Context: an optimization exercise on an open-source flow, tuned for small area. The choices shown serve that exercise and are no tape-out recipe.
At most, simulation tests tie the RTL to the original design; equivalence was not proved.
No functional check of the RTL was part of runs 1 to 4 and 6.
Power figures rest on the tool's default switching activity, not on a simulated workload.

$ cat flow/design.v
`default_nettype none
module infix_expression_evaluator #(
	parameter int STACK_DEPTH = 16,
	parameter int VALUE_WIDTH = 32
) (
	input  wire logic        clk,
	input  wire logic        arst_n,
	input  wire logic        start,
	output logic             busy,
	input  wire logic [7:0]  symbol,
	input  wire logic        last,
	output logic             done,
	output logic [31:0]      value,
	output logic [1:0]       status
);
	localparam int Q  = 4;          
	localparam int P  = 32 / Q;     
	localparam int QB = $clog2(Q);
	localparam int ND = 14 * Q;     
	localparam int NO = 15;   
	localparam logic [2:0] P_ADD = 3'b000, P_SUB = 3'b001, P_MUL = 3'b100, P_DIV = 3'b101,
	                       P_OPEN = 3'b010, P_CLOSE = 3'b011, P_FIN = 3'b110, P_NOP = 3'b111;
	localparam logic [1:0] E_OK = 2'd0, E_BAD = 2'd1, E_DIVZ = 2'd2, E_STACK = 2'd3;
	localparam logic [4:0] S_IDLE = 5'd0, S_ACC = 5'd1, S_OPR = 5'd2, S_PRE = 5'd3,
	                       S_EMIT = 5'd4, S_M1 = 5'd5, S_A1 = 5'd6, S_M2 = 5'd7,
	                       S_ZC = 5'd8, S_IT = 5'd9, S_FS = 5'd10, S_M3 = 5'd11,
	                       S_A2 = 5'd12, S_RF = 5'd13, S_POP = 5'd14, S_POP2 = 5'd15,
	                       S_PW = 5'd16;
	logic [4:0]  state;
	logic [QB+3:0] ph;           
	logic [3:0]  pho;            
	logic [4:0]  cnt_d, cnt_o;   
	logic [1:0]  err;
	logic [2:0]  pend, top_o, sec_o;
	logic        lastq, neg;
	logic [4:0]  k;              
	logic [Q*P-1:0] Xv, Yv, Rv;   
	logic        rsave, ysave, cf, qbit;
	logic [ND*P-1:0] ring;
	logic [NO*3-1:0]  oring;
	wire [QB-1:0] q   = ph[QB-1:0];
	wire          q0  = (q == QB'(0));
	wire          ql  = (q == QB'(Q-1));
	wire [P-1:0]  tap = ring[ND*P-1 -: P];
	wire [2:0]  otap = oring[NO*3-1 -: 3];
	wire is_dig = (symbol >= 8'd48) && (symbol <= 8'd57);
	logic       is_op;
	logic [2:0] sym_code;
	always_comb begin
		is_op = 1'b1;
		sym_code = P_ADD;
		case (symbol)
			8'd43: sym_code = P_ADD;
			8'd45: sym_code = P_SUB;
			8'd42: sym_code = P_MUL;
			8'd47: sym_code = P_DIV;
			8'd40: sym_code = P_OPEN;
			8'd41: sym_code = P_CLOSE;
			default: is_op = 1'b0;
		endcase
	end
	wire d_at = (ph[QB+3:QB] == cnt_d[3:0]);         
	wire o_at = (pho == 4'(cnt_o[3:0] - 4'd2));      
	wire d_empty = (cnt_d == 5'd0);
	wire d_lt2   = (cnt_d < 5'd2);
	wire d_full  = (cnt_d == 5'd16);
	wire o_empty = (cnt_o == 5'd0);
	wire o_lt2   = (cnt_o < 5'd2);
	wire o_full  = (cnt_o == 5'd16);
	assign busy = (state != S_IDLE) || !q0 || lastq;
	wire acc = start && !busy;
	wire op_mul = (top_o == P_MUL);
	wire op_div = (top_o == P_DIV);
	wire op_sub = (top_o == P_SUB);
	wire klast  = (k == 5'd31);
	logic X31, Y31;
	always_comb begin
		X31 = 1'b0;
		Y31 = 1'b0;
		for (int i = 0; i < Q; i++) if (q == QB'(Q-1-i)) begin
			X31 = Xv[i*P+P-1];
			Y31 = Yv[i*P+P-1];
		end
	end
	logic        c, m, inv, cin;
	wire  [P-1:0] Ah = {Rv[P-2:0], q0 ? c : rsave};
	wire  [P-1:0] Bh = (Xv[P-1:0] & {P{m}}) ^ {P{inv}};
	logic [P:0] Th;
	logic [P:0] cy;
	always_comb begin
		cy[0] = q0 ? cin : cf;
		for (int i = 0; i < P; i++) begin
			Th[i] = Ah[i] ^ Bh[i] ^ cy[i];
			cy[i+1] = (Ah[i] & Bh[i]) | (cy[i] & (Ah[i] ^ Bh[i]));
		end
		Th[P] = cy[P];
	end
	wire         T32 = Rv[P-1] ^ (Xv[P-1] & m) ^ inv ^ Th[P];    
	always_comb begin
		c = 1'b0; m = 1'b1; inv = 1'b0; cin = 1'b0;
		case (state)
			S_A1: begin inv = X31; cin = X31; end
			S_ZC: begin inv = !X31; cin = !X31; end
			S_A2: begin inv = neg; cin = neg; end
			default: begin  
				if (op_mul) begin
					m = Y31;
				end else if (op_div) begin
					c = Y31;
					inv = qbit ^ X31;    
					cin = inv;
				end else begin
					c = Y31 ^ op_sub;
					m = klast;
					cin = op_sub & klast;
				end
			end
		endcase
	end
	logic [4:0] state_n;
	logic [4:0] cnt_d_n, cnt_o_n;
	logic [1:0] err_n;
	logic [2:0] pend_n;
	logic       lastq_n;
	logic       wr_d, opush, opop, osec;
	logic       red, push, pop, fin_now, cdone;
	logic       x_y, y_r, y_sh, y_tap, r_zero, r_dig, r_sum;
	always_comb begin
		state_n = state;
		cnt_d_n = cnt_d;
		cnt_o_n = cnt_o;
		err_n   = err;
		pend_n  = pend;
		lastq_n = lastq;
		wr_d = 1'b0; opush = 1'b0; opop = 1'b0; osec = 1'b0;
		x_y = 1'b0; y_r = 1'b0; y_sh = 1'b0; y_tap = 1'b0;
		r_zero = 1'b0; r_dig = 1'b0; r_sum = 1'b0;
		done = 1'b0;
		red = 1'b0; push = 1'b0; pop = 1'b0; fin_now = 1'b0; cdone = 1'b0;
		case (state)
			S_IDLE: if (lastq) begin
				pend_n = P_FIN;
				if (ql) state_n = (err != E_OK) ? S_PRE : S_OPR;
			end else if (acc) begin
				state_n = S_ACC;
				lastq_n = last;
				pend_n = P_NOP;
				if (err != E_OK) begin
				end else if (is_dig) begin
					if (d_full) err_n = E_STACK;
					else begin
						pend_n = P_FIN;
						x_y = 1'b1;
						y_r = 1'b1;
						r_dig = 1'b1;
					end
				end else if (is_op) begin
					pend_n = sym_code;
				end else err_n = E_BAD;
			end
			S_ACC: begin
				case (pend)
					P_FIN: begin
						x_y = 1'b1;
						y_r = 1'b1;
						r_dig = 1'b1;
						if (!ql) begin
						end else if (!d_lt2) state_n = S_PW;
						else begin
							cnt_d_n = cnt_d + 5'd1;
							state_n = S_IDLE;
						end
					end
					P_NOP: if (ql) state_n = S_IDLE;
					default: if (ql) state_n = S_OPR;
				endcase
			end
			S_PW: begin
				if (d_at) begin
					wr_d = 1'b1;
					if (ql) begin
						cnt_d_n = cnt_d + 5'd1;
						state_n = S_IDLE;
					end
				end
			end
			S_OPR: if (ql) begin
				case (pend)
					P_ADD, P_SUB: if (!o_empty && top_o != P_OPEN) red = 1'b1; else push = 1'b1;
					P_MUL, P_DIV: if (!o_empty && top_o[2]) red = 1'b1; else push = 1'b1;
					P_OPEN: push = 1'b1;
					P_CLOSE: begin
						if (o_empty) err_n = E_STACK;
						else if (top_o != P_OPEN) red = 1'b1;
						else begin pop = 1'b1; pend_n = P_NOP; end
					end
					P_NOP: cdone = 1'b1;
					default: begin  
						if (o_empty) fin_now = 1'b1;
						else if (top_o != P_OPEN) red = 1'b1;
						else pop = 1'b1;
					end
				endcase
				if (o_empty && pend == P_CLOSE) begin
					state_n = S_IDLE;
				end else if (fin_now) begin
					if (d_empty) err_n = E_STACK;
					state_n = S_PRE;
				end else if (pop) begin
					state_n = S_POP;
				end else if (red) begin
					if (d_lt2) begin
						err_n = E_STACK;
						state_n = S_IDLE;
					end else state_n = S_M1;
				end else if (push) begin
					if (o_full) begin
						err_n = E_STACK;
						state_n = S_IDLE;
					end else if (o_lt2 || o_at) begin
						opush = 1'b1;
						cnt_o_n = cnt_o + 5'd1;
						cdone = 1'b1;
					end
				end
				if (cdone) state_n = S_IDLE;
			end
			S_POP: if (ql) begin
				opop = 1'b1;
				cnt_o_n = cnt_o - 5'd1;
				state_n = S_POP2;
			end
			S_POP2: if (ql && (o_lt2 || o_at)) begin
				osec = 1'b1;
				state_n = S_OPR;
			end
			S_M1: begin
				x_y = 1'b1;
				y_r = 1'b1;
				r_zero = 1'b1;
				if (ql) begin
					cnt_d_n = cnt_d - 5'd1;
					state_n = op_div ? S_A1 : S_IT;
				end
			end
			S_A1: begin
				r_sum = 1'b1;
				if (ql) state_n = S_M2;
			end
			S_M2: begin
				x_y = 1'b1;
				y_r = 1'b1;
				r_zero = 1'b1;
				if (ql) state_n = S_ZC;
			end
			S_ZC: if (ql) begin
				if (!T32) begin
					err_n = E_DIVZ;
					state_n = S_IDLE;
				end else state_n = S_IT;
			end
			S_IT: begin
				r_sum = 1'b1;
				y_sh = 1'b1;
				if (ql && klast) state_n = op_div ? S_FS : S_RF;
			end
			S_FS: begin
				y_sh = 1'b1;
				if (ql) state_n = S_M3;
			end
			S_M3: begin
				x_y = 1'b1;
				r_zero = 1'b1;
				if (ql) state_n = S_A2;
			end
			S_A2: begin
				r_sum = 1'b1;
				if (ql) state_n = S_RF;
			end
			S_RF: begin
				if (d_lt2) begin
					if (ql) state_n = S_POP;
				end else if (d_at) begin
					y_tap = 1'b1;
					if (ql) state_n = S_POP;
				end
			end
			S_PRE: begin
				r_zero = (err != E_OK);
				if (ql) state_n = S_EMIT;
			end
			S_EMIT: begin
				done = q0;
				if (ql) begin
					cnt_d_n = 5'd0;
					cnt_o_n = 5'd0;
					err_n = E_OK;
					lastq_n = 1'b0;
					state_n = S_IDLE;
				end
			end
			default: state_n = S_IDLE;
		endcase
	end
	always_ff @(posedge clk or negedge arst_n) begin
		if (!arst_n) begin
			state <= S_IDLE;
			ph    <= (QB+4)'(2*Q);
			pho   <= 4'd0;
			cnt_d <= 5'd0;
			cnt_o <= 5'd0;
			err   <= E_OK;
			lastq <= 1'b0;
		end else begin
			state <= state_n;
			ph    <= (ph == (QB+4)'(16*Q-1)) ? (QB+4)'(2*Q) : ph + (QB+4)'(1);
			pho   <= (pho == 4'(NO-1)) ? 4'd0 : pho + 4'd1;
			cnt_d <= cnt_d_n;
			cnt_o <= cnt_o_n;
			err   <= err_n;
			lastq <= lastq_n;
		end
	end
	always_ff @(posedge clk) begin
		pend  <= pend_n;
		if (ql && state == S_A1) neg <= X31;
		else if (ql && state == S_ZC) neg <= neg ^ X31;
		if (state != S_IT) k <= 5'd0;
		else if (ql) k <= k + 5'd1;
		if (opush) begin
			top_o <= pend;
			sec_o <= top_o;
		end else begin
			if (opop) top_o <= sec_o;
			if (osec) sec_o <= otap;
		end
		cf    <= Th[P];
		rsave <= Rv[P-1];
		ysave <= Yv[P-1];
		if (ql && state == S_IT) qbit <= !T32;
		else if (state == S_ZC) qbit <= 1'b1;
		for (int i = 0; i < Q-1; i++) begin
			Xv[i*P +: P] <= Xv[(i+1)*P +: P];
			Yv[i*P +: P] <= Yv[(i+1)*P +: P];
			Rv[i*P +: P] <= Rv[(i+1)*P +: P];
		end
		Xv[Q*P-1 -: P] <= x_y ? Yv[P-1:0] : Xv[P-1:0];
		if (y_r) Yv[Q*P-1 -: P] <= Rv[P-1:0];
		else if (y_tap) Yv[Q*P-1 -: P] <= tap;
		else if (y_sh) Yv[Q*P-1 -: P] <= {Yv[P-2:0], q0 ? qbit : ysave};
		else Yv[Q*P-1 -: P] <= Yv[P-1:0];
		if (r_dig) Rv[Q*P-1 -: P] <= q0 ? P'(symbol[3:0]) : P'(0);
		else if (r_zero) Rv[Q*P-1 -: P] <= P'(0);
		else if (r_sum) Rv[Q*P-1 -: P] <= Th[P-1:0];
		else Rv[Q*P-1 -: P] <= Rv[P-1:0];
		ring  <= {ring[(ND-1)*P-1:0], wr_d ? Xv[P-1:0] : tap};
		oring <= {oring[(NO-1)*3-1:0], (opush && !o_lt2) ? sec_o : otap};
	end
	assign value = Rv;
	assign status = err;
endmodule
`default_nettype wire
$ cat flow/flow/run.sh
#!/bin/bash
# Layout flow: the standard flow (standard.sh, unchanged synthesis) with
# two settings passed through the environment:
#  - clock tree synthesis without dummy loads, with sink clusters of up to
#    30 flip-flops within 60 um;
#  - port buffers of the smallest buffer cell.
# The full output goes to standard.log in the work folder.
export CTS_ARGS="-sink_clustering_enable -repair_clock_nets -dont_use_dummy_load -sink_clustering_size 20 -sink_clustering_max_diameter 45 -buf_list sky130_fd_sc_hd__clkbuf_8"
export BUFFER_PORTS_ARGS="-buffer_cell sky130_fd_sc_hd__buf_1"
bash standard.sh > standard.log 2>&1
$ cat flow/standard.sh
#!/bin/bash
# synth_recipe.tcl (not shown) runs the flow's synth.tcl, then flattens the netlist and writes it again
# the make line also repeats each setting of config.mk as NAME=value (left out here)
make -C /OpenROAD-flow-scripts/flow DESIGN_CONFIG=/design/flow/config.mk WORK_HOME=/design/flow/orfs CLKGATE_MAP_FILE= SYNTH_SCRIPT=/design/flow/synth_recipe.tcl "${@:-finish}"
$ cat flow/config.mk
export PLATFORM = sky130hd
export DESIGN_NAME = infix_expression_evaluator
export DESIGN_NICKNAME = infix_expression_evaluator
export VERILOG_FILES = /design/flow/design.v
export SDC_FILE = /design/flow/constraint.sdc
export NUM_CORES = 4
export LEC_CHECK = 0
export CAP_MARGIN = 20
export CORE_MARGIN = 2
export CORE_UTILIZATION = 55
export SLEW_MARGIN = 20
$ cat flow/constraint.sdc
create_clock -name core_clock -period 9.0 [get_ports {clk}]
set_input_delay 1.8000 -clock core_clock [delete_from_list [all_inputs] [get_ports {clk}]]
set_output_delay 1.8000 -clock core_clock [all_outputs]
set_load 0.01 [all_outputs]
==> results of run 1 <==
## Yosys cell counts (5+ instances only)
master	count
dfxtp_1	597
mux2_2	34
a21oi_1	33
a211oi_1	5
clkbuf_1	14
o21ai_0	36
nand2b_1	11
edfxtp_1	11
nor4_1	5
xor2_1	20
o211ai_1	6
nand3_1	19
dfrtp_1	27
inv_1	25
mux2i_1	20
nand3b_1	5
ha_1	13
or2_2	7
and2_1	7
a211o_1	5
a21o_1	6
nor2_1	47
buf_2	9
a31oi_1	6
nand2_1	58
nor2b_1	8
nor3_1	12
fa_1	10
xnor2_1	11
## routing by layer
layer / up-vias / routed length (um) / track usage (%)
met5: - / 0 / 0
met4: 0 / 748 / 5.99
met3: 62 / 1100 / 3.41
met2: 164 / 10100 / 23.9
met1: 3675 / 13800 / 26.2
li1: 3898 / - / -
## power by group through the flow
stage | logic [mW] | registers (mW) | clock network, mW
floorplan | 0.510 | 3.15 | 0
detailed placement | 0.708 | 3.20 | 0
finish | 0.714 | 3.14 | 1.23
global placement | 0.713 | 3.20 | 0
CTS | 0.712 | 3.14 | 1.28
global route | 0.796 | 3.16 | 1.38
## registers in the layout, indices dropped and copies added, names as in the netlist, 5 cells and up
signal,cells
Rv,32
Xv,32
Yv,32
cnt_d,5
cnt_o,5
k,5
oring,45
ph,6
ring,448
state,5
## worst register-to-register path, cell delays in order, from the launching register on
cell      delay (ps)
dfrtp_1          440
inv_1            130
ha_1             590
nor3b_2          150
a211oi_4         350
xor2_1           240
a311o_1          550
xor2_1           240
fa_1             220
fa_1             170
inv_1             50
fa_1             370
fa_1             360
inv_1             70
fa_1             150
inv_1             50
fa_1             370
fa_1             400
fa_1             420
xor2_1           190
xnor3_1          310
or3_1            320
## placed cells by master, fill, tap and decap left out, drive strengths merged, types with 4 or more instances in the layout
master    n
a211o     5
a211oi    8
a21o      6
a21oi    33
a31oi     6
and2      7
buf      54
clkbuf   46
dfrtp    27
dfxtp   597
edfxtp   11
fa       10
ha       13
inv      25
mux2     34
mux2i    20
nand2    58
nand2b   11
nand3    19
nand3b    5
nor2     47
nor2b     8
nor3     13
nor3b     5
nor4      5
o211ai    7
o21ai    40
o41ai     4
or2       7
xnor2    11
xor2     20
## final cells by class
cell class                 count  area, um^2
timing repair buffer          54         229
tap                          390         488
sequential                   636       13000
inverter                      25        93.8
multi-input combinational    448        3200
fill                        2347       11900
clock buffer                  46         633
## stage by stage
step	setup slack, ps	instances	hold WS, ps	power (mW)
floorplan	3500	1137	310	3.66
global placement	2770	1553	310	3.91
detailed placement	2540	1553	312	3.91
CTS	2540	1599	268	5.13
global route	2230	1599	248	5.34
finish	2590	1599	265	5.08
## worst paths after layout
check / from / endpoint / slack, ps / cells past startpoint
worst max register to register: ph[0] / qbit / 2590 / 21
min in group asynchronous: arst_n / ph[2] / 1240 / 2
worst min register to register: ring[367] / ring[375] / 260 / 0
worst max-delay path: ph[0] / qbit / 2590 / 21
max in group asynchronous: arst_n / cnt_d[2] / 7400 / 2
worst min-delay path: ring[367] / ring[375] / 260 / 0
## kinds of logic (layout without fill, tap and decap cells)
logic type               after synthesis  after routing  synth area share [%]
flip-flops                           636            636                  79.2
AND/OR/NAND/NOR                      199            199                  6.00
AO/OA/AOI/OAI                        139            139                  5.81
multiplexers                          54             54                  3.56
buffers and inverters                 53            125                  1.33
XOR/XNOR                              33             33                  1.93
adder cells (fa/ha/maj)               23             23                  2.21
==> flow_summary.toml, run 1 <==
[power_and_ir_drop]
switching_share_pct = 26.4
pwr-share-seq_pct = 61.8
ir_worst_vdd_mv = 0.196
power_switching_mw = 1.34
power_frac_clock_pct = 24.2
pwr_density_cell_nw_per_um2 = 288
p_leak_nw = 7.07
intPower_mw = 3.74
comb_power_share_pct = 14.1

[die]
io_pins = 48
die_area_um2 = 31200
fp.dieH_um = 177
start_util_pct = 55.6
core_um2 = 29500
die_x_um = 177
floorplan.rows = 63

[cts]
clkLatencyLatePin_ps = 610
cts_setup_buffers = 0
cts.htree.levels = 2
ctsHoldBuffers = 0
cts.sinks = 636
cts_root_buffer = "clkbuf_8"
postCtsResizedCells = 0
cts_made_buffers = 46
tritoncts = "built"
clk_path_buf_depth = 3
clk_pin_slew_ps = 100

[layout]
final_area_um2 = 17600
final_nets = 1246
n_antenna_cell = 0
area_delta_synth_final_pct = 7.48
drive_above_1_share_pct = 8.77
final_util_pct = 59.8

[yosys]
syn-num-nets = 1172
synth_largest_area_cell = "dfxtp_1"
async_reset_ff_share_pct = 4.40
yosysWarnings = 1
synth_area_leaders = "dfxtp_1 73%, dfrtp_1 4.1%, mux2_2 2.3%"
synth_area_per_cell_um2 = 14.4
ys_seq_elements = 636
yosysUniqueCellTypes = 72
synth_area_um2 = 16400
synth_top_area_share_pct = 72.9
synthCells = 1137
ys_seq_area_share_pct = 79.2
synth-edff-count = 11
synth_ff_type = "dfxtp_1"

[grt]
grt_overflow = 0
antenna_found_initial = 0
grt_max_degree = 29
globalRouteTotalUtil_pct = 17.1
grt_pass1_wl_um = 42000
first_global_vias = 7796

[sta]
finalSetupViolations = 0
worstMarginPinSlew_ps = 1110
drv_slew = 0
fin_crit_sh_pct = 71.2
max_freq_mhz = 156
fin_crit_ps = 6410
tns_ps = 0
maxSlewHeadroom_pct = 25.6
rsz0062_at_grt = "no"
hold_viol = 0
clock_skew_ps = 127

[hold_path]
min_path_type = "flop to flop"

[placement]
io_buffers = 47
dpl.hpwl_um = 16300
place_area_um2 = 17000
gp_congestion = 0.877

[flow_run]
maxCapViolations = 0

[worst_setup_path]
worstSetupStartpointType = "flop"
arrival_ps = 6670
worstPathRequired_ps = 9270
critPathBufInv = 4
crit_top_cell = "fa_1"
cp_max_fo = 16
cp_top_family = "adder cells"
worstSetupPathType = "flop to flop"
crit_chain = "inv_1 -> ha_1 -> nor3b_2 -> a211oi_4 -> xor2_1 -> a311o_1 -> xor2_1 -> fa_1 -> fa_1 -> inv_1 -> fa_1 -> fa_1 -> inv_1 -> fa_1 -> inv_1 -> fa_1 -> fa_1 -> fa_1 -> xor2_1 -> xnor3_1 -> or3_1"
max_stage_delay_ps = 590
worst_setup_path_end_kind = "flop"
critical_path.slowest_cell = "ha_1"

[routing]
drc = 0
wl_per_cell_um = 16.1
viasPerCell = 4.88
num_vias = 7799
drt-total-wl_um = 25800
drt_iter0_markers = 407
first_pass_iters = 5
ant_nets = 0

[status]
status = "timing/DRC/antenna clean"
==> run 2: changes to the inputs <==
--- a/flow/flow/run.sh
+++ b/flow/flow/run.sh
@@ -7,3 +7,3 @@
 # The full output goes to standard.log in the work folder.
-export CTS_ARGS="-sink_clustering_enable -repair_clock_nets -dont_use_dummy_load -sink_clustering_size 20 -sink_clustering_max_diameter 45 -buf_list sky130_fd_sc_hd__clkbuf_8"
+export CTS_ARGS="-sink_clustering_enable -repair_clock_nets -dont_use_dummy_load -sink_clustering_size 12 -sink_clustering_max_diameter 35 -buf_list sky130_fd_sc_hd__clkbuf_4"
 export BUFFER_PORTS_ARGS="-buffer_cell sky130_fd_sc_hd__buf_1"
==> run 2 against run 1 <==
Cell count rose by 1.8%; critical endpoint unchanged; register-to-register slack barely moved; highest routed layer unchanged; final area fell by 0.45%; still clean on timing, DRC and antenna.
==> flow_summary.toml, run 2 <==
[yosys]
yosysUniqueCellTypes = 72
ys_seq_elements = 636
yosysMostFrequentCell = "dfxtp_1"
synth_area_leaders = "dfxtp_1 73%, dfrtp_1 4.1%, mux2_2 2.3%"
synth_compound_area_share_pct = 5.81
ys_seq_area_share_pct = 79.2
synth_largest_area_cell = "dfxtp_1"
synth_area_um2 = 16400
synth_top_family_by_area = "simple AND/OR/NAND/NOR gates"
yosysWarnings = 1
yosys-top-cells-count = "597 x dfxtp_1, 58 x nand2_1, 47 x nor2_1"
synth_ff_type = "dfxtp_1"
async_reset_ff_share_pct = 4.40
synth_top_area_share_pct = 72.9
synthCells = 1137
synth_area_per_cell_um2 = 14.4
syn-num-nets = 1172
synth_mux_area_share_pct = 3.56
yosys.area_share.xor_xnor_pct = 1.93
synthSimpleGateAreaFrac_pct = 6.00
synth-edff-count = 11
yosys.area_share.adder_pct = 2.21

[layout]
area_delta_synth_final_pct = 6.99
largest_register_ffs = 448
largest-register = "ring"
drive_above_1_share_pct = 10.8
final_area_um2 = 17500
top_regs = "ring x448, oring x45"
final_common_cell = "dfxtp_1"
layout_common_cells = "597 x dfxtp_1, 73 x clkbuf_4, 58 x nand2_1"
final_nets = 1273

[worst_setup_path]
worst_setup_path_end_kind = "flop"
r2r-end = "qbit"
crit_start = "ph[1]"
crit_chain = "inv_1 -> ha_1 -> nor3b_2 -> a211oi_4 -> xor2_1 -> a311o_1 -> xor2_1 -> fa_1 -> fa_1 -> inv_1 -> fa_1 -> fa_1 -> inv_1 -> fa_1 -> inv_1 -> fa_1 -> fa_1 -> fa_1 -> xor2_1 -> xnor3_1 -> or3_1"
r2r_start = "ph[1]"
cp_max_fo = 16
worstSetupStartpointType = "flop"
critical_path.slowest_cell = "ha_1"
reg2regPathDepth = 21
timing.reg2reg.setup_slack_ps = 2590
arrival_ps = 6790
critPathCapture = "qbit"
worstSetupPathType = "flop to flop"
worstPathRequired_ps = 9380
max_stage_delay_ps = 580
crit_top_cell = "fa_1"

[routing]
drt_iter0_markers = 453
drt-total-wl_um = 26100
drc = 0
wl_met1_um = 13600
wl_met3_um = 1450
route.top_layer_used = "met4"
wl_per_cell_um = 16.0
ant_nets = 0
first_pass_iters = 4
met2_length_um = 10200
viasPerCell = 4.89
num_vias = 7968

[cts]
ctsHoldBuffers = 0
clkLatencyLatePin_ps = 680
clk_path_buf_depth = 3
cts_made_buffers = 73
cts_root_buffer = "clkbuf_4"
clk_pin_slew_ps = 90
cts.htree.levels = 3
cts.sinks = 636
cts_setup_buffers = 0
tritoncts = "built"
postCtsResizedCells = 0

[sta]
hold_viol = 0
drv_slew = 0
fin_ws_ps = 2590
fin_crit_ps = 6410
clock_skew_ps = 100
maxSlewHeadroom_pct = 25.4
max_freq_mhz = 156
tns_ps = 0
timing.hold.ws_ps = 239
rsz0062_at_grt = "no"
fin_crit_sh_pct = 71.2
finalSetupViolations = 0
worstMarginPinSlew_ps = 1110

[power_and_ir_drop]
ir_worst_vdd_mv = 0.171
pwr_density_cell_nw_per_um2 = 285
p_leak_nw = 7.08
power.total_mw = 5.01

[placement]
dpl.hpwl_um = 16300
io_buffers = 47
gp_congestion = 0.877
place_area_um2 = 17000
post-place-ws_ps = 2540

[status]
status = "timing/DRC/antenna clean"

[grt]
antenna_found_initial = 2
grt_overflow = 0
globalRouteTotalUtil_pct = 17.5
grt_max_degree = 29
first_global_vias = 8075
grt_pass1_wl_um = 42800

[flow_run]
maxCapViolations = 0

[hold_path]
min_path_type = "flop to flop"

[die]
io_pins = 48
die_area_um2 = 31200
floorplan.rows = 63
fp.dieH_um = 177
start_util_pct = 55.6
die_x_um = 177
core_um2 = 29500
run 2: cell counts after synthesis:
Identical to the previous run, type by type.
run 2: through the flow:
stage	std cells	util (%)
2_1_floorplan	1137	-
3_3_place_gp	1553	57.6
3_5_place_dp	1553	57.6
4_1_cts	1626	59.5
5_1_grt	1628	59.5
6_report	1628	59.5
run 2: kinds of logic after synthesis:
| group | count (synthesis) |
|---|---|
| DFF | 636 |
| adders and majority gates | 23 |
| xor gates and xnor gates | 33 |
| AOI/OAI and AO/OA | 139 |
| and+or+nand+nor | 199 |
| buffers and inverters | 53 |
| muxes | 54 |
run 2: final cells by class:
type                    instances  area, um^2
fillers                      2385       11900
repair buffers                 54         229
multi-input cells             448        3200
inverters                      25        93.8
clock buffers                  73         548
well taps                     390         488
flip-flops and latches        636       13000
diodes                          2        5.00
run 2: worst min path at each step:
stage,start,to,slack [ps],cells past startpoint
2_1_floorplan,Xv[8],Xv[0],310,0
3_3_place_gp,Yv[14],Yv[6],310,0
3_5_place_dp,ring[139],ring[147],310,0
4_1_cts,ring[31],ring[39],230,0
5_1_grt,ring[31],ring[39],240,0
6_report,ring[31],ring[39],240,0
run 2: per-layer routing:
layer | GRT usage (%) | vias to the layer above
met5 | 0 | -
met4 | 7.33 | 0
met3 | 4.60 | 62
met2 | 23.6 | 180
met1 | 26.4 | 3745
li1 | - | 3981
run 2: worst max-delay path: cells and delay by family, from the launching register on:
kind,cells,cell delay (ps)
adder cells (fa/ha/maj),9,3020
XOR/XNOR,4,990
AO/OA/AOI/OAI,2,900
AND/OR/NAND/NOR,2,460
flip-flops,1,440
buffers and inverters,4,300
run 2: where the power goes:
part / internal [mW] / switching [mW] / leakage [nW]
sequential: 2.99 / 0.149 / 5.25
clock: 0.375 / 0.780 / 0.336
combinational: 0.288 / 0.425 / 1.49
total: 3.65 / 1.35 / 7.08
==> run 3: changes to the inputs <==
--- a/flow/flow/run.sh
+++ b/flow/flow/run.sh
@@ -7,3 +7,3 @@
 # The full output goes to standard.log in the work folder.
-export CTS_ARGS="-sink_clustering_enable -repair_clock_nets -dont_use_dummy_load -sink_clustering_size 12 -sink_clustering_max_diameter 35 -buf_list sky130_fd_sc_hd__clkbuf_4"
+export CTS_ARGS="-sink_clustering_enable -repair_clock_nets -dont_use_dummy_load -sink_clustering_size 11 -sink_clustering_max_diameter 35 -buf_list sky130_fd_sc_hd__clkbuf_4"
 export BUFFER_PORTS_ARGS="-buffer_cell sky130_fd_sc_hd__buf_1"
--- a/flow/config.mk
+++ b/flow/config.mk
@@ -9,3 +9,3 @@
 export CORE_MARGIN = 2
-export CORE_UTILIZATION = 55
+export CORE_UTILIZATION = 65
 export SLEW_MARGIN = 20
==> run 3 against run 2 <==
Combinational power decreased by 1%; largest power group unchanged; still clean; wire length increased by 3.0%; utilization increased by 10 points.
==> flow_summary.toml, run 3 <==
[worst_setup_path]
reg2regPathDepth = 21
timing.reg2reg.setup_slack_ps = 2540
max_stage_delay_ps = 560
cp_max_fo = 16
crit_top_cell = "fa_1"
critical_path.slowest_cell = "ha_1"
worstSetupStartpointType = "flop"
r2r-end = "qbit"
worstSetupPathType = "flop to flop"
r2r_start = "ph[0]"
arrival_ps = 6810
crit_chain = "inv_1 -> ha_1 -> nor3b_2 -> a211oi_4 -> xor2_1 -> a311o_1 -> xor2_1 -> fa_1 -> fa_1 -> inv_1 -> fa_1 -> fa_1 -> inv_1 -> fa_1 -> inv_1 -> fa_1 -> fa_1 -> fa_1 -> xor2_1 -> xnor3_1 -> or3_1"
worst_setup_path_end_kind = "flop"
worstPathRequired_ps = 9350

[yosys]
synth_ff_type = "dfxtp_1"
synth_area_um2 = 16400
synth-edff-count = 11
yosysMostFrequentCell = "dfxtp_1"
ys_seq_area_share_pct = 79.2
synthCells = 1137
synth_largest_area_cell = "dfxtp_1"
yosysWarnings = 1
synth_area_per_cell_um2 = 14.4
yosys-top-cells-count = "597 x dfxtp_1, 58 x nand2_1, 47 x nor2_1"
synth_area_leaders = "dfxtp_1 73%, dfrtp_1 4.1%, mux2_2 2.3%"
ys_seq_elements = 636
syn-num-nets = 1172
synth_top_area_share_pct = 72.9
yosysUniqueCellTypes = 72
async_reset_ff_share_pct = 4.40

[routing]
viasPerCell = 5.16
ant_nets = 0
wl_per_cell_um = 17.1
drt-total-wl_um = 26800
drc = 0
first_pass_iters = 5
drt_iter0_markers = 578
num_vias = 8090

[flow_run]
maxCapViolations = 0

[grt]
grt_pass1_wl_um = 43100
antenna_found_initial = 2
first_global_vias = 8008
grt_max_degree = 29
globalRouteTotalUtil_pct = 21.1
grt_overflow = 0

[power_and_ir_drop]
power.total_mw = 5.01
switching_share_pct = 27.0
power_switching_mw = 1.35
ir_worst_vdd_mv = 0.213
comb_power_share_pct = 14.1
pwr-share-seq_pct = 62.8
power_frac_clock_pct = 23.1
intPower_mw = 3.66
p_leak_nw = 7.08
pwr_density_cell_nw_per_um2 = 287

[die]
die_area_um2 = 26500
fp.dieH_um = 163
die_x_um = 163
io_pins = 48
core_um2 = 25000
start_util_pct = 65.7
floorplan.rows = 58

[layout]
largest-register = "ring"
largest_register_ffs = 448
top_regs = "ring x448, oring x45"
final_nets = 1273
final_util_pct = 70.0
final_common_cell = "dfxtp_1"
drive_above_1_share_pct = 10.8
final_area_um2 = 17500
layout_common_cells = "597 x dfxtp_1, 75 x clkbuf_4, 58 x nand2_1"
area_delta_synth_final_pct = 6.57

[cts]
tritoncts = "built"
cts_setup_buffers = 0
ctsHoldBuffers = 0
cts.sinks = 636
postCtsResizedCells = 0
cts.htree.levels = 3
cts_made_buffers = 75
clkLatencyLatePin_ps = 680
clk_path_buf_depth = 3
clk_pin_slew_ps = 100
cts_root_buffer = "clkbuf_4"

[placement]
post-place-ws_ps = 2660
dpl.hpwl_um = 17200
io_buffers = 47
gp_congestion = 0.914
place_area_um2 = 16900

[sta]
drv_slew = 0
clock_skew_ps = 99.4
worstMarginPinSlew_ps = 946
finalSetupViolations = 0
fin_crit_sh_pct = 71.8
fin_ws_ps = 2540
rsz0062_at_grt = "no"
hold_viol = 0
maxSlewHeadroom_pct = 36.7
tns_ps = 0
max_freq_mhz = 155
fin_crit_ps = 6460

[hold_path]
min_path_type = "flop to flop"
hold_path_depth = 0
min_to = "ring[19]"
hold_start = "ring[11]"

[status]
status = "timing/DRC/antenna clean"
==> run 3: cell counts after synthesis <==
No cell type changed its count.
==> run 3: how the worst max path moves through the flow <==
stage	startpoint	endpoint	slack [ps]
floorplan	ph[0]	qbit	3500
global placement	ph[0]	qbit	2810
detailed placement	ph[0]	qbit	2660
CTS	ph[0]	qbit	2540
global route	ph[0]	qbit	2140
finish	ph[0]	qbit	2540
==> run 3: layout make-up <==
type                            count  area (um^2)
Fill cell                        1728         7490
Antenna cell                        2         5.00
Sequential cell                   636        13000
Inverter                           25         93.8
Multi-Input combinational cell    448         3210
Clock buffer                       75          563
Timing Repair Buffer               52          214
Tap cell                          330          413
==> run 3: through the flow <==
stage | hold slack [ps] | cells
final | 261 | 1568
after global routing | 231 | 1568
after CTS | 232 | 1566
after detailed placement | 312 | 1491
after global placement | 310 | 1491
after floorplan | 310 | 1137
==> run 3: power by group through the flow <==
stage,sequential [mW],clock (mW),combinational (mW)
5_1_grt,3.18,1.32,0.780
6_report,3.15,1.16,0.706
4_1_cts,3.15,1.21,0.700
3_5_place_dp,3.21,0,0.696
3_3_place_gp,3.20,0,0.692
2_1_floorplan,3.15,0,0.510
==> run 3: metal layers <==
layer | track usage (%) | wire (um) | vias to the layer above
li1 | - | - | 3987
met1 | 31.5 | 13400 | 3845
met2 | 30.1 | 11300 | 211
met3 | 5.55 | 1560 | 47
met4 | 6.92 | 561 | 0
met5 | 0 | 0 | -
==> run 3: kinds of logic after synthesis <==
kind of cell	Yosys count	share of synthesized area, %
flops	636	79.2
simple gates	199	6.00
compound gates	139	5.81
mux	54	3.56
buf+inv	53	1.33
xor+xnor	33	1.93
fa+ha+maj	23	2.21
==> run 3: worst max-delay path: cells and delay by family, from the launching register on <==
kind            cells  cell delay [ps]
compound gates      2              890
fa+ha+maj           9             3020
xor+xnor            4             1000
simple gates        2              480
buf+inv             4              290
flops               1              450
==> run 4: changes to the inputs <==
--- a/flow/flow/run.sh
+++ b/flow/flow/run.sh
@@ -7,3 +7,3 @@
 # The full output goes to standard.log in the work folder.
-export CTS_ARGS="-sink_clustering_enable -repair_clock_nets -dont_use_dummy_load -sink_clustering_size 11 -sink_clustering_max_diameter 35 -buf_list sky130_fd_sc_hd__clkbuf_4"
+export CTS_ARGS="-sink_clustering_enable -repair_clock_nets -dont_use_dummy_load -sink_clustering_size 10 -sink_clustering_max_diameter 30 -buf_list sky130_fd_sc_hd__clkbuf_4"
 export BUFFER_PORTS_ARGS="-buffer_cell sky130_fd_sc_hd__buf_1"
--- a/flow/config.mk
+++ b/flow/config.mk
@@ -9,3 +9,3 @@
 export CORE_MARGIN = 2
-export CORE_UTILIZATION = 65
+export CORE_UTILIZATION = 55
 export SLEW_MARGIN = 20
==> run 4 against run 3 <==
First-iteration DRC count fell by 22%; fmax grew 0.90%; die area grew 18%; utilization shrank 10 points; power is 2.1% higher; synthesized cell count is the same; worst setup slack improved by 57 ps; combinational power up 1%; clock power up 9%; sequential share of layout area fell by 0.88 points; area after synthesis stayed put.
==> flow_summary.toml, run 4 <==
[status]
status = "timing/DRC/antenna clean"

[grt]
first_global_vias = 8264
grt_overflow = 0
grt_max_degree = 29
grt_pass1_wl_um = 43000
antenna_found_initial = 1
globalRouteTotalUtil_pct = 17.6

[die]
start_util_pct = 55.6
die_area_um2 = 31200
floorplan.rows = 63
core_um2 = 29500
fp.dieH_um = 177
io_pins = 48
die_x_um = 177

[routing]
first_pass_iters = 6
num_vias = 8086
drt_iter0_markers = 451
drc = 0
viasPerCell = 4.91
ant_nets = 0
wl_per_cell_um = 15.8
drt-total-wl_um = 26100

[worst_setup_path]
worstPathRequired_ps = 9420
r2r_start = "ph[0]"
cp_max_fo = 16
worstSetupStartpointType = "flop"
timing.reg2reg.setup_slack_ps = 2600
crit_chain = "inv_1 -> ha_1 -> nor3b_2 -> a211oi_4 -> xor2_1 -> a311o_1 -> xor2_1 -> fa_1 -> fa_1 -> inv_1 -> fa_1 -> fa_1 -> inv_1 -> fa_1 -> inv_1 -> fa_1 -> fa_1 -> fa_1 -> xor2_1 -> xnor3_1 -> or3_1"
worst_setup_path_end_kind = "flop"
arrival_ps = 6820
r2r-end = "qbit"
critical_path.slowest_cell = "ha_1"
reg2regPathDepth = 21
worstSetupPathType = "flop to flop"
max_stage_delay_ps = 590
crit_top_cell = "fa_1"

[layout]
largest-register = "ring"
final_nets = 1292
final_common_cell = "dfxtp_1"
largest_register_ffs = 448
final_area_um2 = 17700
top_regs = "ring x448, oring x45"
layout_common_cells = "597 x dfxtp_1, 92 x clkbuf_4, 58 x nand2_1"
fillers = 2367
drive_above_1_share_pct = 12.1
area_delta_synth_final_pct = 7.84

[cts]
cts_setup_buffers = 0
clk_pin_slew_ps = 100
cts.htree.levels = 3
cts_root_buffer = "clkbuf_4"
clk_path_buf_depth = 3
clkLatencyLatePin_ps = 720
cts.sinks = 636
cts_made_buffers = 92
ctsHoldBuffers = 0
postCtsResizedCells = 0
tritoncts = "built"

[flow_run]
maxCapViolations = 0

[yosys]
synth_area_leaders = "dfxtp_1 73%, dfrtp_1 4.1%, mux2_2 2.3%"
synthCells = 1137
yosysUniqueCellTypes = 72
yosysMostFrequentCell = "dfxtp_1"
syn-num-nets = 1172
yosysWarnings = 1
synth_ff_type = "dfxtp_1"
yosys-top-cells-count = "597 x dfxtp_1, 58 x nand2_1, 47 x nor2_1"
ys_seq_area_share_pct = 79.2
synth_area_um2 = 16400
synth_area_per_cell_um2 = 14.4
synth-edff-count = 11
synth_top_area_share_pct = 72.9
async_reset_ff_share_pct = 4.40
ys_seq_elements = 636
synth_largest_area_cell = "dfxtp_1"

[sta]
rsz0062_at_grt = "no"
fin_crit_ps = 6400
clock_skew_ps = 58.1
maxSlewHeadroom_pct = 25.5
tns_ps = 0
fin_crit_sh_pct = 71.1
hold_viol = 0
worstMarginPinSlew_ps = 1110
drv_slew = 0
finalSetupViolations = 0
max_freq_mhz = 156

[hold_path]
hold_start = "ring[47]"
min_to = "ring[55]"
min_path_type = "flop to flop"
hold_path_depth = 0

[placement]
place_area_um2 = 17000
gp_congestion = 0.877
io_buffers = 47
dpl.hpwl_um = 16300

[power_and_ir_drop]
p_leak_nw = 7.16
pwr_density_cell_nw_per_um2 = 289
ir_worst_vdd_mv = 0.190
[run 4: changes by cell type in the layout (fill, tap and decap cells not counted)]
cell / change
buf_4: +2
clkbuf_4: +17
diode_2: -1
nor4_1: +1
nor4_2: -1
[run 4: kinds of logic after synthesis]
kind of cell	after synthesis	synth area share, %
fa+ha+maj	23	2.21
buf+inv	53	1.33
compound gates	139	5.81
flops	636	79.2
simple gates	199	6.00
mux	54	3.56
xor+xnor	33	1.93
[run 4: worst max path at each step]
| stage | start | endpoint | slack, ps | cells after the start |
|---|---|---|---|---|
| after floorplan | ph[0] | qbit | 3500 | 22 |
| after global placement | ph[0] | qbit | 2770 | 21 |
| after detailed placement | ph[0] | qbit | 2540 | 21 |
| after CTS | ph[0] | qbit | 2540 | 21 |
| after global routing | ph[0] | qbit | 2220 | 21 |
| final | ph[0] | qbit | 2600 | 21 |
[run 4: per-layer routing]
layer / global-route usage [%] / wire length (um) / vias to the layer above
met5: 0 / 0 / -
met4: 8.54 / 860 / 0
met3: 4.34 / 1470 / 66
met2: 24.0 / 10400 / 209
met1: 26.0 / 13400 / 3797
li1: - / - / 4014
[run 4: through the flow]
step | power [mW] | setup slack (ps) | hold WS (ps) | instances | util (%)
floorplan | 3.66 | 3500 | 310 | 1137 | -
global placement | 3.91 | 2770 | 310 | 1553 | 57.6
detailed placement | 3.91 | 2540 | 312 | 1553 | 57.6
CTS | 5.19 | 2540 | 267 | 1645 | 60.0
global route | 5.41 | 2220 | 265 | 1646 | 60.0
finish | 5.12 | 2600 | 276 | 1646 | 60.0
[run 4: worst max-delay path, delay by kind of cell, from the launching register on]
kind | cells | cell delay (ps)
adders and majority gates | 9 | 3040
xor gates and xnor gates | 4 | 990
AOI/OAI and AO/OA | 2 | 900
and+or+nand+nor | 2 | 470
DFF | 1 | 440
buffers and inverters | 4 | 300
[run 4: where the power goes]
part           leakage, nW  total (mW)  switching [mW]  internal [mW]
registers             5.25        3.14           0.147           2.99
clock network        0.423        1.27           0.801          0.469
logic                 1.49       0.713           0.425          0.288
total                 7.16        5.12            1.37           3.75
[run 4: layout make-up]
cell class                 count  area, um^2  area share (%)
timing repair buffer          54         229            1.29
tap                          390         488            2.76
clock buffer                  92         691            3.90
inverter                      25        93.8           0.531
sequential                   636       13000            73.4
antenna                        1        2.50          0.0141
multi-input combinational    448        3200            18.1
==> run 5: changes to the inputs <==
--- a/flow/design.v
+++ b/flow/design.v
@@ -37,2 +37,3 @@
 	logic [Q*P-1:0] Xv, Yv, Rv;   
+	logic        R32;            
 	logic        rsave, ysave, cf, qbit;
@@ -69,3 +70,3 @@
 	wire o_full  = (cnt_o == 5'd16);
-	assign busy = (state != S_IDLE) || !q0 || lastq;
+	assign busy = (state != S_IDLE) || !q0;
 	wire acc = start && !busy;
@@ -109,3 +110,3 @@
 					c = Y31;
-					inv = qbit ^ X31;    
+					inv = !(R32 ^ X31);
 					cin = inv;
@@ -140,6 +141,3 @@
 		case (state)
-			S_IDLE: if (lastq) begin
-				pend_n = P_FIN;
-				if (ql) state_n = (err != E_OK) ? S_PRE : S_OPR;
-			end else if (acc) begin
+			S_IDLE: if (acc) begin
 				state_n = S_ACC;
@@ -170,6 +168,6 @@
 							cnt_d_n = cnt_d + 5'd1;
-							state_n = S_IDLE;
+							state_n = lastq ? S_OPR : S_IDLE;
 						end
 					end
-					P_NOP: if (ql) state_n = S_IDLE;
+					P_NOP: if (ql) state_n = lastq ? S_PRE : S_IDLE;
 					default: if (ql) state_n = S_OPR;
@@ -182,3 +180,3 @@
 						cnt_d_n = cnt_d + 5'd1;
-						state_n = S_IDLE;
+						state_n = lastq ? S_OPR : S_IDLE;
 					end
@@ -204,3 +202,3 @@
 				if (o_empty && pend == P_CLOSE) begin
-					state_n = S_IDLE;
+					state_n = lastq ? S_PRE : S_IDLE;
 				end else if (fin_now) begin
@@ -213,3 +211,3 @@
 						err_n = E_STACK;
-						state_n = S_IDLE;
+						state_n = lastq ? S_PRE : S_IDLE;
 					end else state_n = S_M1;
@@ -218,3 +216,3 @@
 						err_n = E_STACK;
-						state_n = S_IDLE;
+						state_n = lastq ? S_PRE : S_IDLE;
 					end else if (o_lt2 || o_at) begin
@@ -225,3 +223,6 @@
 				end
-				if (cdone) state_n = S_IDLE;
+				if (cdone) begin
+					if (lastq) pend_n = P_FIN;
+					else state_n = S_IDLE;
+				end
 			end
@@ -258,3 +259,3 @@
 					err_n = E_DIVZ;
-					state_n = S_IDLE;
+					state_n = lastq ? S_PRE : S_IDLE;
 				end else state_n = S_IT;
@@ -297,3 +298,2 @@
 					err_n = E_OK;
-					lastq_n = 1'b0;
 					state_n = S_IDLE;
@@ -312,3 +312,2 @@
 			err   <= E_OK;
-			lastq <= 1'b0;
 		end else begin
@@ -320,3 +319,2 @@
 			err   <= err_n;
-			lastq <= lastq_n;
 		end
@@ -325,2 +323,3 @@
 		pend  <= pend_n;
+		lastq <= lastq_n;
 		if (ql && state == S_A1) neg <= X31;
@@ -340,3 +339,4 @@
 		if (ql && state == S_IT) qbit <= !T32;
-		else if (state == S_ZC) qbit <= 1'b1;
+		if (ql && r_sum) R32 <= T32;
+		else if (r_zero) R32 <= 1'b0;
 		for (int i = 0; i < Q-1; i++) begin
==> flow/flow/run.sh (replaced) <==
#!/bin/bash
# Layout flow: the standard flow (standard.sh, unchanged synthesis) with
# two settings passed through the environment:
#  - clock tree synthesis without dummy loads, with sink clusters of up to
#    20 flip-flops within 45 um, driven by clkbuf_8 cells;
#  - port buffers of the smallest buffer cell.
# The full output goes to standard.log in the work folder.
export CTS_ARGS="-sink_clustering_enable -repair_clock_nets -dont_use_dummy_load -sink_clustering_size 20 -sink_clustering_max_diameter 45 -buf_list sky130_fd_sc_hd__clkbuf_8"
export BUFFER_PORTS_ARGS="-buffer_cell sky130_fd_sc_hd__buf_1"
bash standard.sh > standard.log 2>&1
==> run 5 against run 4 <==
Final area is essentially flat; clock skew grew 33 ps; power grew 1.3%; register-to-register slack lost 460 ps; sequential power grew 3%; flip-flop and latch count grew 1.
==> flow_summary.toml, run 5 <==
[status]
status = "timing/DRC/antenna clean"

[worst_setup_path]
crit_chain = "inv_1 -> ha_1 -> a211oi_1 -> a211oi_2 -> mux2_4 -> a211o_1 -> xor2_1 -> fa_1 -> fa_1 -> fa_1 -> fa_1 -> fa_1 -> fa_1 -> fa_1 -> inv_1 -> fa_1 -> xor2_1 -> xnor3_2 -> o21ba_1 -> o211a_1"
cp_max_fo = 15
arrival_ps = 7310
worstSetupStartpointType = "flop"
critical_path.slowest_cell = "ha_1"
crit_top_cell = "fa_1"
max_stage_delay_ps = 500
timing.reg2reg.setup_slack_ps = 2140
worstSetupPathType = "flop to flop"
worstPathRequired_ps = 9450
worst_setup_path_end_kind = "flop"

[grt]
first_global_vias = 7654
antenna_found_initial = 0
grt_overflow = 0
grt_pass1_wl_um = 40900
grt_max_degree = 28
globalRouteTotalUtil_pct = 16.5
use_met1_pct = 26.4
top_usage_layer = "met1"
met2_usage_pct = 22.3
use_met3_pct = 3.07

[yosys]
ys_seq_elements = 637
yosysMostFrequentCell = "dfxtp_1"
async_reset_ff_share_pct = 4.24
ys_seq_area_share_pct = 79.0
yosysWarnings = 1
synth_largest_area_cell = "dfxtp_1"
yosys-top-cells-count = "597 x dfxtp_1, 64 x nand2_1, 36 x o21ai_0"
synth_ff_type = "dfxtp_1"
synth_area_um2 = 16500
synth_area_per_cell_um2 = 14.4
synthCells = 1143
yosysUniqueCellTypes = 80
synth-edff-count = 13
synth_area_leaders = "dfxtp_1 73%, dfrtp_1 3.9%, edfxtp_1 2.4%"
syn-num-nets = 1178
synth_top_area_share_pct = 72.5

[layout]
drive_above_1_share_pct = 7.36
final_cell_count_no_fill = 1600
largest_register_ffs = 448
n_antenna_cell = 0
final_common_cell = "dfxtp_1"
area_delta_synth_final_pct = 7.31
final_area_um2 = 17700
layout_common_cells = "597 x dfxtp_1, 64 x nand2_1, 47 x buf_1"
final_nets = 1247
top_regs = "ring x448, oring x45"
final_util_pct = 59.8
largest-register = "ring"

[sta]
max_freq_mhz = 146
timing.hold.ws_ps = 269
clock_skew_ps = 91.1
drv_slew = 0
rsz0062_at_grt = "no"
fin_ws_ps = 2140
worstMarginPinSlew_ps = 996
maxSlewHeadroom_pct = 33.6
tns_ps = 0
finalSetupViolations = 0
fin_crit_ps = 6860
fin_crit_sh_pct = 76.2
hold_viol = 0

[cts]
postCtsResizedCells = 0
tritoncts = "built"
cts.htree.levels = 2
cts.sinks = 637
clk_pin_slew_ps = 100
ctsHoldBuffers = 0
cts_made_buffers = 46
clkLatencyLatePin_ps = 590
clk_path_buf_depth = 3
cts_setup_buffers = 0
cts_root_buffer = "clkbuf_8"

[placement]
place_area_um2 = 17000
gp_congestion = 0.866
io_buffers = 47
placed_cells = 1554
post-place-ws_ps = 2150
dpl.hpwl_um = 16100

[die]
die_x_um = 177
core_um2 = 29600
floorplan.rows = 63
io_pins = 48
die_area_um2 = 31400
fp.dieH_um = 177
start_util_pct = 55.7

[routing]
ant_nets = 0
drc = 0
drt-total-wl_um = 25400
drt_iter0_markers = 625
num_vias = 8007
viasPerCell = 5.00
wl_per_cell_um = 15.9
first_pass_iters = 5

[power_and_ir_drop]
pwr_density_cell_nw_per_um2 = 293
power.total_mw = 5.19
ir_worst_vdd_mv = 0.227
p_leak_nw = 7.01

[hold_path]
min_path_type = "flop to flop"

[flow_run]
maxCapViolations = 0
## run 5: area by class of cell
class	count	area (um^2)
tap	390	488
timing repair buffer	50	199
multi-input combinational	448	3230
inverter	29	109
clock buffer	46	633
sequential	637	13000
fill	2366	11900
## run 5: power by group
group	switching (mW)	internal, mW
Clock	0.767	0.458
Combinational	0.451	0.288
Sequential	0.184	3.04
Total	1.40	3.78
## run 5: path summary, 6_finish.rpt
path / end / cells past startpoint / start
worst max-delay path: err[0] / 20 / ph[0]
worst min-delay path: ring[246] / 0 / ring[238]
worst max register to register: err[0] / 20 / ph[0]
worst min register to register: ring[246] / 0 / ring[238]
max in group asynchronous: cnt_d[3] / 2 / arst_n
min in group asynchronous: ph[0] / 2 / arst_n
## run 5: kinds of logic after synthesis
family          after synthesis  share of synthesized area [%]
flops                       637                           79.0
simple gates                184                           5.65
compound gates              151                           6.05
buf+inv                      58                           1.43
mux                          53                           3.50
xor+xnor                     36                           2.09
fa+ha+maj                    24                           2.26
## run 5: routing by layer
layer / routed length [um] / share of wire, %
met1: 13700 / 54
met2: 9790 / 39
met3: 1300 / 5.1
met4: 610 / 2.4
met5: 0 / 0
## run 5: critical path, delay by kind of cell, from the launching register on
family                     cells  cell delay [ps]
xor gates and xnor gates       3              780
muxes                          1              350
DFF                            1              450
buffers and inverters          2              200
adders and majority gates      9             3420
AOI/OAI and AO/OA              5             1510
==> run 6: changes to the inputs <==
--- a/flow/design.v
+++ b/flow/design.v
@@ -23,8 +23,7 @@
 	localparam logic [1:0] E_OK = 2'd0, E_BAD = 2'd1, E_DIVZ = 2'd2, E_STACK = 2'd3;
-	localparam logic [4:0] S_IDLE = 5'd0, S_ACC = 5'd1, S_OPR = 5'd2, S_PRE = 5'd3,
-	                       S_EMIT = 5'd4, S_M1 = 5'd5, S_A1 = 5'd6, S_M2 = 5'd7,
-	                       S_ZC = 5'd8, S_IT = 5'd9, S_FS = 5'd10, S_M3 = 5'd11,
-	                       S_A2 = 5'd12, S_RF = 5'd13, S_POP = 5'd14, S_POP2 = 5'd15,
-	                       S_PW = 5'd16;
-	logic [4:0]  state;
+	localparam logic [3:0] S_IDLE = 4'd0, S_ACC = 4'd1, S_OPR = 4'd2, S_PRE = 4'd3,
+	                       S_EMIT = 4'd4, S_M1 = 4'd5, S_A1 = 4'd6, S_M2 = 4'd7,
+	                       S_ZC = 4'd8, S_IT = 4'd9, S_FS = 4'd10, S_M3 = 4'd11,
+	                       S_A2 = 4'd12, S_RF = 4'd13, S_POP = 4'd14, S_POP2 = 4'd15;
+	logic [3:0]  state;
 	logic [QB+3:0] ph;           
@@ -37,3 +36,2 @@
 	logic [Q*P-1:0] Xv, Yv, Rv;   
-	logic        R32;            
 	logic        rsave, ysave, cf, qbit;
@@ -70,3 +68,4 @@
 	wire o_full  = (cnt_o == 5'd16);
-	assign busy = (state != S_IDLE) || !q0;
+	wire dig_wait = is_dig && (err == E_OK) && !d_lt2 && !d_full && !d_at;
+	assign busy = (state != S_IDLE) || !q0 || lastq || dig_wait;
 	wire acc = start && !busy;
@@ -110,3 +109,3 @@
 					c = Y31;
-					inv = !(R32 ^ X31);
+					inv = qbit ^ X31;    
 					cin = inv;
@@ -120,3 +119,3 @@
 	end
-	logic [4:0] state_n;
+	logic [3:0] state_n;
 	logic [4:0] cnt_d_n, cnt_o_n;
@@ -141,3 +140,6 @@
 		case (state)
-			S_IDLE: if (acc) begin
+			S_IDLE: if (lastq) begin
+				pend_n = P_FIN;
+				if (ql) state_n = (err != E_OK) ? S_PRE : S_OPR;
+			end else if (acc) begin
 				state_n = S_ACC;
@@ -150,3 +152,3 @@
 						pend_n = P_FIN;
-						x_y = 1'b1;
+						wr_d = !d_lt2;
 						y_r = 1'b1;
@@ -161,13 +163,11 @@
 					P_FIN: begin
-						x_y = 1'b1;
+						wr_d = !d_lt2;
 						y_r = 1'b1;
 						r_dig = 1'b1;
-						if (!ql) begin
-						end else if (!d_lt2) state_n = S_PW;
-						else begin
+						if (ql) begin
 							cnt_d_n = cnt_d + 5'd1;
-							state_n = lastq ? S_OPR : S_IDLE;
+							state_n = S_IDLE;
 						end
 					end
-					P_NOP: if (ql) state_n = lastq ? S_PRE : S_IDLE;
+					P_NOP: if (ql) state_n = S_IDLE;
 					default: if (ql) state_n = S_OPR;
@@ -175,11 +175,2 @@
 			end
-			S_PW: begin
-				if (d_at) begin
-					wr_d = 1'b1;
-					if (ql) begin
-						cnt_d_n = cnt_d + 5'd1;
-						state_n = lastq ? S_OPR : S_IDLE;
-					end
-				end
-			end
 			S_OPR: if (ql) begin
@@ -202,3 +193,3 @@
 				if (o_empty && pend == P_CLOSE) begin
-					state_n = lastq ? S_PRE : S_IDLE;
+					state_n = S_IDLE;
 				end else if (fin_now) begin
@@ -211,3 +202,3 @@
 						err_n = E_STACK;
-						state_n = lastq ? S_PRE : S_IDLE;
+						state_n = S_IDLE;
 					end else state_n = S_M1;
@@ -216,3 +207,3 @@
 						err_n = E_STACK;
-						state_n = lastq ? S_PRE : S_IDLE;
+						state_n = S_IDLE;
 					end else if (o_lt2 || o_at) begin
@@ -223,6 +214,3 @@
 				end
-				if (cdone) begin
-					if (lastq) pend_n = P_FIN;
-					else state_n = S_IDLE;
-				end
+				if (cdone) state_n = S_IDLE;
 			end
@@ -259,3 +247,3 @@
 					err_n = E_DIVZ;
-					state_n = lastq ? S_PRE : S_IDLE;
+					state_n = S_IDLE;
 				end else state_n = S_IT;
@@ -298,2 +286,3 @@
 					err_n = E_OK;
+					lastq_n = 1'b0;
 					state_n = S_IDLE;
@@ -312,2 +301,3 @@
 			err   <= E_OK;
+			lastq <= 1'b0;
 		end else begin
@@ -319,2 +309,3 @@
 			err   <= err_n;
+			lastq <= lastq_n;
 		end
@@ -323,3 +314,2 @@
 		pend  <= pend_n;
-		lastq <= lastq_n;
 		if (ql && state == S_A1) neg <= X31;
@@ -339,4 +329,3 @@
 		if (ql && state == S_IT) qbit <= !T32;
-		if (ql && r_sum) R32 <= T32;
-		else if (r_zero) R32 <= 1'b0;
+		else if (state == S_ZC) qbit <= 1'b1;
 		for (int i = 0; i < Q-1; i++) begin
@@ -355,3 +344,3 @@
 		else Rv[Q*P-1 -: P] <= Rv[P-1:0];
-		ring  <= {ring[(ND-1)*P-1:0], wr_d ? Xv[P-1:0] : tap};
+		ring  <= {ring[(ND-1)*P-1:0], wr_d ? Yv[P-1:0] : tap};
 		oring <= {oring[(NO-1)*3-1:0], (opush && !o_lt2) ? sec_o : otap};
==> flow/flow/run.sh (replaced) <==
#!/bin/bash
# Layout flow: the standard flow (standard.sh, unchanged synthesis) with
# two settings passed through the environment:
#  - clock tree synthesis without dummy loads, with sink clusters of up to
#    11 flip-flops within 35 um, driven by clkbuf_4 cells;
#  - port buffers of the smallest buffer cell.
# The full output goes to standard.log in the work folder.
export CTS_ARGS="-sink_clustering_enable -repair_clock_nets -dont_use_dummy_load -sink_clustering_size 11 -sink_clustering_max_diameter 35 -buf_list sky130_fd_sc_hd__clkbuf_4"
export BUFFER_PORTS_ARGS="-buffer_cell sky130_fd_sc_hd__buf_1"
bash standard.sh > standard.log 2>&1
--- a/flow/config.mk
+++ b/flow/config.mk
@@ -9,3 +9,3 @@
 export CORE_MARGIN = 2
-export CORE_UTILIZATION = 55
+export CORE_UTILIZATION = 65
 export SLEW_MARGIN = 20
==> run 6 against run 5 <==
Non-clock buffer count increased by 3; hold slack improved by 2.1 ps; largest power group unchanged; global-route usage increased by 4.1 points; flip-flop and latch count decreased by 2; still clean on timing, DRC and antenna; critical path type unchanged; die area decreased by 16%; register-to-register slack improved by 230 ps; area after synthesis decreased by 0.84%; via count increased by 0.36%; fmax increased by 3.4%; critical endpoint is now state[3]; synthesized cell count decreased by 0.61%.
==> flow_summary.toml, run 6 <==
[status]
status = "timing/DRC/antenna clean"

[sta]
rsz0062_at_grt = "no"
finalSetupViolations = 0
tns_ps = 0
maxSlewHeadroom_pct = 38.2
clock_skew_ps = 89.8
worstMarginPinSlew_ps = 921
hold_viol = 0
fin_crit_ps = 6630
fin_crit_sh_pct = 73.7
max_freq_mhz = 151
drv_slew = 0

[cts]
cts.htree.levels = 3
cts_root_buffer = "clkbuf_4"
tritoncts = "built"
cts.sinks = 635
postCtsResizedCells = 0
clk_pin_slew_ps = 100
cts_made_buffers = 74
clk_path_buf_depth = 3
ctsHoldBuffers = 0
clkLatencyLatePin_ps = 690
cts_setup_buffers = 0

[layout]
final_common_cell = "dfxtp_1"
largest_register_ffs = 448
largest-register = "ring"
top_regs = "ring x448, oring x45"
fillers = 1693
final_nets = 1272
drive_above_1_share_pct = 10.4
final_cell_count_no_fill = 1567
layout_common_cells = "597 x dfxtp_1, 75 x nand2_1, 74 x clkbuf_4"
area_delta_synth_final_pct = 6.61

[yosys]
async_reset_ff_share_pct = 4.25
ys_seq_elements = 635
yosysUniqueCellTypes = 74
synth_area_um2 = 16300
synthCells = 1136
synth_ff_type = "dfxtp_1"
yosysMostFrequentCell = "dfxtp_1"
yosysWarnings = 1
syn-num-nets = 1171
synth_area_per_cell_um2 = 14.4
synth_largest_area_cell = "dfxtp_1"
synth_top_area_share_pct = 73.2
ys_seq_area_share_pct = 79.3
yosys-top-cells-count = "597 x dfxtp_1, 75 x nand2_1, 44 x o21ai_0"
synth-edff-count = 11
synth_area_leaders = "dfxtp_1 73%, dfrtp_1 4.0%, mux2_2 2.1%"

[routing]
drt_iter0_markers = 475
viasPerCell = 5.13
num_vias = 8036
drc = 0
first_pass_iters = 5
ant_nets = 0
wl_per_cell_um = 16.6
drt-total-wl_um = 26000

[placement]
dpl.hpwl_um = 16800
placed_cells = 1491
gp_congestion = 0.829
io_buffers = 47

[grt]
grt_pass1_wl_um = 42300
antenna_found_initial = 2
grt_overflow = 0
grt_max_degree = 35
globalRouteTotalUtil_pct = 20.7
first_global_vias = 8105

[worst_setup_path]
worstSetupPathType = "flop to flop"
worst_setup_path_end_kind = "flop"
arrival_ps = 7140
cp_max_fo = 16
worstPathRequired_ps = 9510
worstSetupStartpointType = "flop"

[power_and_ir_drop]
p_leak_nw = 6.97
ir_worst_vdd_mv = 0.195
pwr_density_cell_nw_per_um2 = 309

[die]
core_um2 = 25000
die_x_um = 163
io_pins = 48
die_area_um2 = 26400
fp.dieH_um = 163
start_util_pct = 65.4
floorplan.rows = 58

[flow_run]
maxCapViolations = 0

[hold_path]
min_path_type = "flop to flop"
run 6: cell count changes in the layout (fill, tap and decap cells not counted), moves of 7 or more:
| cell | change |
|---|---|
| nand3_1 | -11 |
| o22ai_1 | -8 |
| nor2_1 | +11 |
| nand2b_1 | +9 |
| nand2_1 | +11 |
| o21ai_0 | +8 |
| clkbuf_4 | +74 |
| o211ai_1 | -8 |
| mux2_1 | -7 |
| clkbuf_8 | -46 |
run 6: where the power goes:
group	internal, mW	leakage [nW]	total [mW]	switching, mW
Clock	0.381	0.340	1.15	0.766
Combinational	0.394	1.38	1.00	0.609
Sequential	3.07	5.25	3.23	0.155
Total	3.85	6.97	5.38	1.53
run 6: stage by stage:
step / util (%) / hold slack (ps) / cell area [um^2] / power, mW / worst slack [ps]
after global routing: 69.8 / 272 / 17400 / 5.68 / 1980
after detailed placement: 67.5 / 312 / 16900 / 4.28 / 2390
after global placement: 67.5 / 310 / 16900 / 4.27 / 2520
after floorplan: - / 310 / 16300 / 3.97 / 3170
after CTS: 69.7 / 267 / 17400 / 5.43 / 2330
final: 69.8 / 271 / 17400 / 5.38 / 2370
run 6: final timing paths:
path | startpoint | endpoint | slack (ps) | cells after the start
max | ph[0] | state[3] | 2370 | 20
min | ring[43] | ring[51] | 270 | 0
max reg2reg | ph[0] | state[3] | 2370 | 20
min reg2reg | ring[43] | ring[51] | 270 | 0
max in group asynchronous | arst_n | state[0] | 7500 | 2
min in group asynchronous | arst_n | cnt_d[2] | 1130 | 2
run 6: logic make-up (layout without fill, tap and decap cells):
family	Yosys count	in the layout	share of synthesized area, %
muxes	51	51	3.37
and+or+nand+nor	204	204	6.02
AOI/OAI and AO/OA	142	142	5.94
buffers and inverters	48	147	1.19
other	0	2	0
adders and majority gates	23	23	2.22
DFF	635	635	79.3
xor gates and xnor gates	33	33	1.95
run 6: metal layers:
layer  global-route usage [%]  wire [um]  up-vias
li1                         -          -     3974
met1                     30.7      12900     3801
met2                     29.7      11100      202
met3                     4.33       1270       59
met4                     8.77        783        0
met5                        0          0        -
run 6: area by class of cell:
class | instances | area, um^2 | share of cell area [%]
sequential | 635 | 13000 | 74.4
multi-input combinational | 453 | 3190 | 18.3
clock buffer | 74 | 556 | 3.19
tap | 330 | 413 | 2.37
timing repair buffer | 53 | 221 | 1.27
inverter | 20 | 75.1 | 0.431
antenna | 2 | 5.00 | 0.0287
run 6: critical path, stage by stage (launching register included):
cell and delay, ps:
dfrtp_1 440, inv_1 120, ha_1 570, a211oi_2 130
a211oi_4 350, mux2_1 380, a31o_1 350, xor2_1 240
fa_1 430, fa_1 390, fa_1 420, fa_1 400
fa_1 400, fa_1 400, fa_1 370, inv_1 70
fa_1 210, xnor2_1 130, xnor3_2 340, a211oi_1 260
nor3_1 90

afterwards: timing with drivers on the ports:
The results above use ideal ports. As a check the final layouts listed here were re-extracted and re-timed, cells and wires unchanged.
Step 1: set_driving_cell puts a clkbuf_16 on clk and a buf_2 on each other input, an assumption about the parent block.
Step 2, shift: input delay + t, output delay - t, t = (earliest + latest rising clock arrival at the registers) / 2. This alone moves slack from input paths to output paths.
a / b / c = ideal / step 1 / step 2; a / b = the first two.
run	t (ns)	setup WS [ns]	hold WS [ns]	worst setup path at the end	latest minus earliest clock arrival (ns)
run 1	0.590	2.593 / 2.593 / 2.593	0.265 / 0.265 / 0.265	register to register	0.127 / 0.128
run 2	0.696	2.594 / 2.594 / 2.594	0.239 / 0.239 / 0.239	register to register	0.140 / 0.140
run 3	0.682	2.539 / 2.539 / 2.539	0.261 / 0.261 / 0.261	register to register	0.105 / 0.105
run 4	0.730	2.597 / 2.597 / 2.597	0.276 / 0.276 / 0.276	register to register	0.058 / 0.059
run 5	0.589	2.141 / 2.141 / 2.141	0.269 / 0.269 / 0.269	register to register	0.093 / 0.093
run 6	0.682	2.369 / 2.369 / 2.369	0.271 / 0.271 / 0.271	register to register	0.108 / 0.109
After both steps setup and hold are still met in every run listed.
